Background: an optimization exercise with open tools, aiming at small area, a short achievable clock period and few clock cycles per item. Do not read the settings as production practice. In this exercise RTL edits were held to simulation tests only and were not proved equivalent to the original.

==> flow/design.v (excerpt) <==
module lookahead_peak_limiter #(
   parameter int LOOKAHEAD_DEPTH = 64,
   parameter logic [15:0] DIV_CUT = 16'b1001_0010_0100_1001
) (
   input  logic                                  clock,
   input  logic                                  reset,
   input  logic                                  req_valid,
   output logic                                  req_ready,
   input  logic [lpl_pkg::SAMPLE_W:0]            req_data,
   output logic                                  rsp_valid,
   input  logic                                  rsp_ready,
   output logic [lpl_pkg::SAMPLE_W:0]            rsp_data,
   input  logic                                  csr_valid,
   output logic                                  csr_ready,
   input  logic [lpl_pkg::CSR_IDX_W-1:0]         csr_index,
   input  logic [lpl_pkg::CSR_DATA_W-1:0]        csr_wdata
);
   localparam int PTR_W = $clog2(LOOKAHEAD_DEPTH);
   localparam int SIDE_W = 21;    
   logic                                enable_ff;
   logic [lpl_pkg::GAIN_W-1:0]          thr_ff;
   logic [lpl_pkg::COEFF_W-1:0]         attack_ff;
   logic [lpl_pkg::COEFF_W-1:0]         release_ff;
   logic [lpl_pkg::GAIN_W-1:0]          gain_ff;
   logic                                seen_ff;
   logic [PTR_W:0]                      fill_ff;     
   logic [PTR_W-1:0]                    phase_ff;    
   logic                                sc_valid_ff, sc_bypass_ff, sc_active_ff;
   logic signed [lpl_pkg::SAMPLE_W-1:0] sc_old_ff;
   logic                                rsp_valid_ff;
   logic [lpl_pkg::SAMPLE_W:0]          rsp_data_ff;
   logic                                adv;
   logic                                csr_write;
   assign csr_ready = 1'b1;
   assign csr_write = csr_valid;
   assign rsp_valid = rsp_valid_ff;
   assign rsp_data  = rsp_data_ff;
   assign req_ready = adv;
   logic [16:0][15:0]       rem;
   logic [16:0][15:0]       quo;
   logic [16:0][SIDE_W-1:0] side;
   logic [15:0][14:0]       rem_out;
   logic [15:0] x_in, x_mag;
   assign x_in  = req_data[16:1];
  ...
Size in the first run: roughly 7,000 cells after synthesis, about 1,500 flip-flops, about 62 I/O pins, about 68,000 sq um of cells after synthesis.
Settings: LEC_CHECK=0, ABC_AREA=1, CAP_MARGIN=20, CORE_MARGIN=2, CORE_UTILIZATION=40, SLEW_MARGIN=20; clock period 8.0 ns.
run.sh (not shown) runs the stock make flow with config.mk's settings and CLKGATE_MAP_FILE= SYNTH_SCRIPT=/design/flow/synth_recipe.tcl, a recipe that flattens the netlist after the stock synthesis.
The baseline passed the timing, DRC and antenna checks.
Testbench counts at the start, summed over its fixed seeds: cycles 12,072, items 12,000.
==> next run, changes <==
--- a/flow/config.mk
+++ b/flow/config.mk
@@ -10,3 +10,5 @@
 export CORE_MARGIN = 2
-export CORE_UTILIZATION = 40
+export CORE_UTILIZATION = 55
+export GPL_TIMING_DRIVEN = 0
+export PLACE_DENSITY = 0.65
 export SLEW_MARGIN = 20
After rerunning:
- With this change the flow reached the layout checks and failed them: setup timing
- global-route usage rose by 8.5 points
- setup slack is worse by 0.16 ns
- cell area fell by 1.8%
- synthesized area stays the same
- clock skew rose by 0.027 ns
- hold slack is worse by 0.036 ns
- non-clock buffer count fell by 30

* * *

## v6
lookahead_peak_limiter, a different RTL version from the one above (not shown whole).
Size in the first run: ~1400 flip-flops, about 62 I/O pins.
==> flow/design.v (excerpt) <==
module lookahead_peak_limiter #(
   parameter int LOOKAHEAD_DEPTH = 64,
   parameter logic [15:0] DIV_CUT = 16'b0010_0100_1001_0010
) (
   input  logic                                  clock,
   input  logic                                  reset,
   input  logic                                  req_valid,
   output logic                                  req_ready,
   input  logic [lpl_pkg::SAMPLE_W:0]            req_data,
   output logic                                  rsp_valid,
   input  logic                                  rsp_ready,
   output logic [lpl_pkg::SAMPLE_W:0]            rsp_data,
   input  logic                                  csr_valid,
   output logic                                  csr_ready,
   input  logic [lpl_pkg::CSR_IDX_W-1:0]         csr_index,
   input  logic [lpl_pkg::CSR_DATA_W-1:0]        csr_wdata
);
==> flow/config.mk <==
export PLATFORM = sky130hd
export DESIGN_NAME = lookahead_peak_limiter
export DESIGN_NICKNAME = lookahead_peak_limiter
export VERILOG_FILES = /design/flow/design.v
export SDC_FILE = /design/flow/constraint.sdc
export NUM_CORES = 4
export LEC_CHECK = 0
export ABC_AREA = 1
export CAP_MARGIN = 20
export CORE_MARGIN = 2
export CORE_UTILIZATION = 40
export SLEW_MARGIN = 20
==> flow/constraint.sdc <==
create_clock -name core_clock -period 8.0 [get_ports {clock}]
set_input_delay 1.6000 -clock core_clock [delete_from_list [all_inputs] [get_ports {clock}]]
set_output_delay 1.6000 -clock core_clock [all_outputs]
set_load 0.01 [all_outputs]
Testbench counts of v6, summed over its fixed seeds: cycles 12,064, items 12,000.
diff inputs: v6 => v7
diff --git a/flow/config.mk b/flow/config.mk
--- a/flow/config.mk
+++ b/flow/config.mk
@@ -11,2 +11,4 @@
 export CORE_UTILIZATION = 40
+export CTS_CLUSTER_DIAMETER = 100
+export CTS_CLUSTER_SIZE = 20
 export SLEW_MARGIN = 20
==> results.txt <==
v7 vs v6: post-layout worst setup margin down in v7. Looking at latest clock arrival within the worst-skew pair, v7 sits 0.04 ns below v6. Number of detailed-routing iterations run before antenna repair was higher in the run labelled v7. Comparing v7 and v6, the lower met1 usage is on v7. Between v6 and v7, the flow reports met3 routed wirelength decreasing by a few percent. Summary — design area, v7 relative to v6: lower, by about 3.3%. Inverter count: v7 vs v6 identical.

* * *

rev 12:
lookahead_peak_limiter, a different RTL version from the one above (not shown whole).
Size in the first run: ~7,500 cells after synthesis, ~1,500 flip-flops, about 62 I/O pins, about 71,000 um^2 of cells after synthesis.
Settings: LEC_CHECK=0, ABC_AREA=1, CAP_MARGIN=20, CORE_MARGIN=2, CORE_UTILIZATION=40, CTS_CLUSTER_DIAMETER=100, CTS_CLUSTER_SIZE=20, SETUP_SLACK_MARGIN=0.8, SLEW_MARGIN=20; clock period 8.0 ns.
Per the final summary, rev 12 finished and its layout is clean on timing, DRC and antenna.
Testbench counts of rev 12, summed over its fixed seeds: cycles 12,064, items 12,000.
#### Input delta (rev 13 over rev 12)
Settings: SETUP_SLACK_MARGIN removed (was 0.8).
Notes after the runs:
- Looking only at sequential share of layout area, and setting everything else aside, the lower value of rev 12 and rev 13 goes to rev 12.
- The wire length of the first global-routing pass in rev 13 sits 880 um below the value recorded for rev 12.
- Rev 13: non-clock buffer count lower than rev 12
- met2 wire length came out lower on rev 13 than on rev 12.
- Changes observed in rev 13 relative to rev 12: summed area of non-filler cells in the final layout has decreased, final routed wirelength across all metal layers has decreased.

static timing again, ports no longer ideal:
The results above use ideal ports. As a check the final layouts listed here were re-extracted and re-timed, cells and wires unchanged. Step 1, drivers: a clkbuf_16 drives clock and a buf_2 each remaining input, both assumed. Step 2, shift: input delay + t, output delay - t, t = (earliest + latest rising clock arrival at the registers) / 2. This alone moves slack from input paths to output paths. Slacks: ideal / step 1 / step 2; pairs: ideal / step 1.
run	t, ns	setup WS [ns]	worst slew at a driven data input, ns
the first run of note 1	0.863	0.134 / 0.134 / 0.134	0.17
the second run of note 1	0.833	-0.024 / -0.024 / -0.024	0.12
v6	0.841	0.493 / 0.493 / 0.299	0.06
v7	0.808	0.458 / 0.458 / 0.320	0.06
rev 12	0.789	1.051 / 1.051 / 0.782	0.07
rev 13	0.789	0.353 / 0.353 / 0.353	0.07
The setup slack of rev 12, which loses most, moves by 0.000 ns with the drivers and by -0.269 ns with both steps.
